From an optimization exercise on the open Yosys and OpenROAD flow, aimed at small area, a short achievable clock period and few clock cycles per item; shortcuts taken in it are not production practice.
Where RTL was checked, it was by simulation tests only, not by an equivalence proof against the original.
The flow treats the clock pin as an ideal source, which a real chip does not have.
Power and IR drop assume default switching activity.

// ppm_pulse_train_decoder_top
module ppm_pulse_train_decoder_top #(
   parameter int unsigned MAX_CHANNELS  = 8,
   parameter int unsigned CYCLES_PER_US = 80
) (
   input  logic                                 clock,
   input  logic                                 reset,
   input  logic                                 req_valid,
   output logic                                 req_ready,
   input  logic                                 req_edge_rising,
   input  logic [ppmd_pkg::TS_W-1:0]            req_timestamp,
   output logic                                 rsp_valid,
   input  logic                                 rsp_ready,
   output logic [ppmd_pkg::CHAN_W-1:0]          rsp_channel,
   output logic [ppmd_pkg::WIDTH_W-1:0]         rsp_width_us,
   output logic [ppmd_pkg::FRAME_W-1:0]         rsp_frame_number,
   output logic [ppmd_pkg::RESYNC_W-1:0]        rsp_resync_total,
   output logic                                 rsp_last,
   input  logic                                 csr_valid,
   output logic                                 csr_ready,
   input  logic [ppmd_pkg::CSR_INDEX_W-1:0]     csr_index,
   input  logic [ppmd_pkg::CSR_DATA_W-1:0]      csr_wdata
);
   logic [TS_W-1:0]     period_ff;
   logic [19:0]         thr5_ff;
   logic                thr_max_ff;
   logic [COUNT_W-1:0]  count_ff;
   logic [3:0]          n_chan;
   logic                v1_ff;
   logic [TS_W-1:0]     rise_ff, fall_ff;
   logic                v2_ff, slip1_ff, sat_ff, ge_ff;
   logic [19:0]         x_ff;
   logic                rv_ff;           
   logic                hunt_ff;         
   logic                gap_ff;          
   logic [3:0]          chan_ff;
   logic [FRAME_W-1:0]  frame_ff;
   logic [RESYNC_W-1:0] resync_ff;
   logic [WIDTH_W-1:0]  store_ff [8];
   logic                emit_ff, last_ff;
  ...
export LEC_CHECK = 0
export CAP_MARGIN = 20
export CORE_MARGIN = 2
export CORE_UTILIZATION = 40
export SETUP_SLACK_MARGIN = 4.0
export SLEW_MARGIN = 20
create_clock -name core_clock -period 8.0 [get_ports {clock}]
run.sh (not shown) runs the stock make flow with config.mk's settings and CLKGATE_MAP_FILE= SYNTH_SCRIPT=/design/flow/synth_recipe.tcl, a recipe that flattens the netlist after the stock synthesis.
The baseline ran to the end with no violations.
Edit:
Settings changed: SETUP_SLACK_MARGIN 4.0 to not set.
Effect: Routed wire length drops by a little under a tenth; non-clock buffer count shrinks by 175; register-to-register slack is worse by 0.95 ns; worst hold slack barely changes; die area stays the same; total power drops by a little under a tenth; via count drops by a few percent; final cell count shrinks by a few percent; core utilization went down by 4.9 points; maximum frequency came out lower by roughly a tenth.
No functional check of the RTL was part of any run of this note.

* * *

## run A
ppm_pulse_train_decoder_top, a different RTL version from the one above (not shown whole).
For scale: ~130 I/O pins, about 0.023 sq mm of cells after synthesis.
==> flow/config.mk <==
export PLATFORM = sky130hd
export DESIGN_NAME = ppm_pulse_train_decoder_top
export DESIGN_NICKNAME = ppm_pulse_train_decoder_top
export VERILOG_FILES = /design/flow/design.v
export SDC_FILE = /design/flow/constraint.sdc
export NUM_CORES = 4
export LEC_CHECK = 0
export CAP_MARGIN = 20
export CORE_MARGIN = 2
export CORE_UTILIZATION = 40
export CTS_BUF_LIST = sky130_fd_sc_hd__clkbuf_8
export CTS_CLUSTER_DIAMETER = 60
export CTS_CLUSTER_SIZE = 16
export SETUP_SLACK_MARGIN = 4.0
export SLEW_MARGIN = 20
==> flow/constraint.sdc <==
create_clock -name core_clock -period 8.0 [get_ports {clock}]
set_input_delay 1.6000 -clock core_clock [delete_from_list [all_inputs] [get_ports {clock}]]
set_output_delay 1.6000 -clock core_clock [all_outputs]
set_load 0.01 [all_outputs]
standard.sh (not shown) runs the stock make flow with config.mk's settings and CLKGATE_MAP_FILE= SYNTH_SCRIPT=/design/flow/synth_recipe.tcl, a recipe that flattens the netlist after the stock synthesis.
==> flow/flow/run.sh <==
#!/bin/bash
# The standard layout, with plain buf_2 cells as the port buffers instead of
# the delay buffers buffer_ports picks by default. Each tool's full output
# goes to the ORFS step logs under orfs/logs/; make's own output to make.log.
set -euo pipefail
export BUFFER_PORTS_ARGS="-buffer_cell sky130_fd_sc_hd__buf_2"
bash standard.sh > make.log 2>&1
Testbench counts of run A, summed over its fixed seeds: cycles 5,896, items 2,560.
Edits applied to the flow inputs when going from run A to run B:
Settings: CTS_CLUSTER_DIAMETER removed (was 60); CTS_CLUSTER_SIZE removed (was 16); CTS_BUF_LIST removed (was sky130_fd_sc_hd__clkbuf_8); CORE_UTILIZATION changed from 40 to 75.
==> flow/run.sh (new file) <==
#!/bin/bash
# synth_recipe.tcl (not shown) runs the flow's synth.tcl, then flattens the netlist and writes it again
# the make line also repeats each setting of config.mk as NAME=value (left out here)
make -C /OpenROAD-flow-scripts/flow DESIGN_CONFIG=/design/flow/config.mk WORK_HOME=/design/flow/orfs CLKGATE_MAP_FILE= SYNTH_SCRIPT=/design/flow/synth_recipe.tcl finish
removed: flow/flow/run.sh
removed: flow/standard.sh
### Flow results
Compared with run A, run B shows a count of plain and timing-repair buffers that is 28 higher. Multi-input combinational area share sits lower in run B than in run A. Run A → run B: final standard cell area without fillers went up 850 sq um; relative contribution of sequential cells to total power went down 6.1 points; number of antenna violations at the first check in global routing up 2. Routed wire length: run B higher than run A. Run B vs run A — area of combinational cells with multiple inputs climbed slightly. For run A, the critical path's slowest cell was sky130_fd_sc_hd__fa_1, unlike run B, where it was sky130_fd_sc_hd__nor3_1. Min final critical path time including I/O delays and setup across run B and run A: run A. Run A has lower critical path depth than run B. Multi-input combinational cell count delta (run A -> run B): insignificant.
For run C, these inputs were changed with respect to run B:
Settings: CORE_UTILIZATION now 60, was 75.
### Flow results
Destination of the critical timing path: rsp_width_us[12] -> run C, store_ff[7][11]$_DFFE_PP_ -> run B. Looking at met1 demand-to-capacity share in global routing, run C sits 13 points below run B. Run C ends up with a setup slack that is 60 ps lower than in run B. Going from run B to run C, via count now smaller; clock tree skew after final layout now smaller; area taken by multi-input logic gates comparable. Compared to run B, the routing of run C uses less wire. In the metrics for run B and run C, the one carrying the lower final cell count is run B. On post-route total power, run B loses to run C. Minimum period implied by the final worst setup slack delta for run C relative to run B: 60 ps higher.
Setup changes, run C to run D
Settings: CORE_UTILIZATION changed from 60 to 40.
==> run summary <==
- Between run C and run D, post-synthesis to final-layout area growth increased.
- NOTE power dissipated by switching net loads run C->run D increased by a few percent
- [run D] sequential fraction of total cell area fell 0.69 points relative to run C
- Switching portion of total power delta (run C -> run D): insignificant
- Hold slack for run D is higher than for run C.
- Instance count on the critical path delta for run D relative to run C: 2 higher
- From run C to run D the numbers moved as follows: post-synthesis adder-cell area fraction flat; count of pins on the block boundary flat; post-cts sizing count climbed 29%; final wirelength picked up an extra about 2%.

* * *

## job 1481
Starting RTL as in the previous note.
==> flow/design.v (excerpt) <==
module ppm_pulse_train_decoder_top #(
   parameter int unsigned MAX_CHANNELS  = 8,
   parameter int unsigned CYCLES_PER_US = 80
) (
   input  logic                                 clock,
   input  logic                                 reset,
   input  logic                                 req_valid,
   output logic                                 req_ready,
   input  logic                                 req_edge_rising,
   input  logic [ppmd_pkg::TS_W-1:0]            req_timestamp,
   output logic                                 rsp_valid,
   input  logic                                 rsp_ready,
   output logic [ppmd_pkg::CHAN_W-1:0]          rsp_channel,
   output logic [ppmd_pkg::WIDTH_W-1:0]         rsp_width_us,
   output logic [ppmd_pkg::FRAME_W-1:0]         rsp_frame_number,
   output logic [ppmd_pkg::RESYNC_W-1:0]        rsp_resync_total,
   output logic                                 rsp_last,
   input  logic                                 csr_valid,
   output logic                                 csr_ready,
   input  logic [ppmd_pkg::CSR_INDEX_W-1:0]     csr_index,
   input  logic [ppmd_pkg::CSR_DATA_W-1:0]      csr_wdata
);
Settings: LEC_CHECK=0, CAP_MARGIN=20, CORE_MARGIN=2, CORE_UTILIZATION=40, CTS_BUF_LIST=sky130_fd_sc_hd__clkbuf_8, CTS_CLUSTER_DIAMETER=60, CTS_CLUSTER_SIZE=16, SETUP_SLACK_MARGIN=4.0, SLEW_MARGIN=20; clock period 8.0 ns.
==> flow/flow/run.sh <==
#!/bin/bash
# The standard layout with two changes, both after the standard synthesis:
#  - the combinational cells of the standard synthesis's netlist are mapped
#    again by ABC with a delay-aware script (flow/remap.abc); the flip-flops,
#    their names and cells, are kept as they are (read as black boxes);
#  - plain buf_2 cells as the port buffers instead of delay buffers;
#  - after CTS, cells off the critical paths are shrunk (flow/post_cts.tcl).
# Logs: make_synth.log and make.log (make), remap.log (yosys), and the ORFS
# step logs under orfs/logs/.
set -euo pipefail
export BUFFER_PORTS_ARGS="-buffer_cell sky130_fd_sc_hd__buf_2"
export POST_CTS_TCL=$PWD/flow/post_cts.tcl
PLAT=$FLOW_HOME/platforms/sky130hd
LIB=$PLAT/lib/sky130_fd_sc_hd__tt_025C_1v80.lib
RES=orfs/results/sky130hd/ppm_pulse_train_decoder_top/base
LOGS=orfs/logs/sky130hd/ppm_pulse_train_decoder_top/base

bash standard.sh synth > make_synth.log 2>&1

python3 flow/split_lib.py "$LIB" comb.lib seq.lib
DONT_USE=$(grep -o -- "-dont_use [A-Za-z0-9_]*" $LOGS/1_2_yosys.log | sort -u | tr '\n' ' ')
cp $RES/1_2_yosys.v 1_2_yosys_standard.v
cat > remap.ys <<EOS
read_liberty -lib seq.lib
read_liberty -ignore_miss_func comb.lib
read_verilog -noblackbox 1_2_yosys_standard.v
hierarchy -top $FLOW_TOP
flatten
opt_clean
abc -liberty $LIB $DONT_USE -script flow/remap.abc
opt_clean -purge
hilomap -singleton -hicell sky130_fd_sc_hd__conb_1 HI -locell sky130_fd_sc_hd__conb_1 LO
splitnets
opt_clean -purge
insbuf -buf sky130_fd_sc_hd__buf_4 A X
rename -hide w:*.*
check
stat -liberty $LIB
write_verilog -noattr -noexpr -nohex -nodec $RES/1_2_yosys.v
EOS
yosys -s remap.ys > remap.log 2>&1
rm -f $RES/1_synth.odb $RES/1_synth.sdc

bash standard.sh > make.log 2>&1
==> flow/flow/post_cts.tcl <==
# After CTS and its timing repair: shrink cells off the critical paths, as
# far as the setup margin allows, then legalize the placement again.
repair_timing -recover_power 100 -setup_margin $::env(SETUP_SLACK_MARGIN) -verbose
detailed_placement
check_placement -verbose
==> flow/flow/remap.abc <==
strash; dch -f; map -D 2800; topo; buffer; upsize; dnsize
Other scripts of this flow, unchanged in this note and not shown: flow/flow/split_lib.py
Job 1481 ended with every stage complete and zero timing, DRC or antenna violations.
Testbench counts of job 1481, summed over its fixed seeds: cycles 5,896, items 2,560.
Edits applied to the flow inputs when going from job 1481 to job 3133:
- a change of SETUP_SLACK_MARGIN from 4.0 to 4.5
--- a/flow/flow/run.sh
+++ b/flow/flow/run.sh
@@ -5,4 +5,3 @@
 #    their names and cells, are kept as they are (read as black boxes);
-#  - plain buf_2 cells as the port buffers instead of delay buffers;
-#  - after CTS, cells off the critical paths are shrunk (flow/post_cts.tcl).
+#  - plain buf_2 cells as the port buffers instead of delay buffers.
 # Logs: make_synth.log and make.log (make), remap.log (yosys), and the ORFS
@@ -11,3 +10,2 @@
 export BUFFER_PORTS_ARGS="-buffer_cell sky130_fd_sc_hd__buf_2"
-export POST_CTS_TCL=$PWD/flow/post_cts.tcl
 PLAT=$FLOW_HOME/platforms/sky130hd
==> flow/flow/remap.abc <==
&get -n; &st; &dch; &nf -D 2800 -R 1000; &put; buffer; upsize; dnsize
removed: flow/flow/post_cts.tcl
Results
- Summary of job 3133 over job 1481: final setup skew saw a decrease; clock power share saw a decrease.
- Area overhead of the layout relative to synthesis ended up 14 points higher on job 3133 than on job 1481.
- Job 3133 completed every stage of the flow, and the final layout passed the timing, DRC and antenna checks.
- Going from job 1481 to job 3133, non-clock buffer count moved up, multi-input gate count moved down, synthesized area moved down.
#### Input delta (job 8169 over job 3133)
- SETUP_SLACK_MARGIN now 4.25, was 4.5
==> flow/flow/remap.abc <==
strash; dch -f; map -D 2800; topo; buffer; upsize; dnsize
Findings:
Ratio of total power to cell area sits lower in job 8169 than in job 3133. Diff job 3133 -> job 8169 | placed instance area | up by a few percent. Between job 8169 and job 3133, the leakage power total is lower for job 3133. Of job 8169 and job 3133, the higher number of nets in the synthesized netlist belongs to job 8169. Design area: job 8169 vs job 3133 down about 4%. Against job 3133, job 8169 comes in 6.7% lower on mean routed wirelength per cell. In the reports for job 8169 and job 3133, the larger share of total power in sequential cells belongs to job 8169. Die footprint (job 8169 over job 3133): increase, about 4%. For the met1 usage in global routing, job 8169 came in 2.0 points higher than job 3133 did. Post-route non-filler standard cell count: lower on job 3133. A launch point of the critical path of chan_ff[2]$_SDFFE_PP0P_ is what job 8169 shows, while x_ff[19]$_DFFE_PP_ belongs to job 3133. Relative area change from synthesis to final layout: job 8169 and job 3133 compared, lower one is job 8169.
Relative to job 8169, the following input files were edited for job 3700:
- swapping 4.25 for 4.0 in SETUP_SLACK_MARGIN
--- outcome ---
On area taken by flip-flops and latches, job 8169 and job 3700 are neck and neck.
Global-route usage delta for job 3700 relative to job 8169: 0.33 points lower
On job 3700: met2 track demand over resource is 0.72 points lower than what job 8169 gave.
Going from job 8169 to job 3700, the number of setup buffers added after CTS was found to have gone down by 18.
The area added between synthesis and finish number comes out higher for job 8169 vs job 3700.
[compare] base=job 8169 new=job 3700: fraction of power consumed by combinational cells dropped 1.1 points, part of the power in the clock network climbed 0.4 points.
On power in the clock group, job 8169 and job 3700 are basically level.
Final worst slack was lower in job 3700 than in job 8169.
Job 3700 vs. job 8169: total power decreased 0.058 mW; fmax decreased by about 1.2% relative to the old numbers.

-- separate check: timing with driven ports --
Ports are ideal in the flow. The routed layouts listed here were re-timed in OpenROAD.
Step 1 assumes that a clkbuf_16 drives the clock port and a buf_2 every other input.
Step 2 moves the port delays by t, midway between the first and last clock arrival at a register: inputs arrive t later, outputs are due t later. That takes back most of the time a late clock gives input paths.
Three values: ideal ports, drivers, drivers and shift; two values: the first two.
run	t, ns	setup WS [ns]	worst slew at a driven data input, ns
the first run of note 1	0.635	2.080 / 2.080 / 2.080	0.13
the second run of note 1	0.607	1.131 / 1.131 / 1.131	0.10
run A	0.660	4.073 / 4.109 / 3.449	0.06
run B	0.595	3.993 / 3.954 / 3.466	0.06
run C	0.601	3.934 / 3.879 / 3.601	0.05
run D	0.623	4.056 / 3.995 / 3.522	0.06
job 1481	0.653	4.066 / 4.066 / 3.514	0.07
job 3133	0.652	4.019 / 4.019 / 3.682	0.10
job 8169	0.653	4.215 / 4.215 / 3.587	0.08
job 3700	0.657	4.169 / 4.112 / 3.609	0.07
After both steps every run listed still meets setup and hold. For job 8169, which loses most, drivers alone change the setup slack by 0.000 ns; drivers and shift together by -0.628 ns.
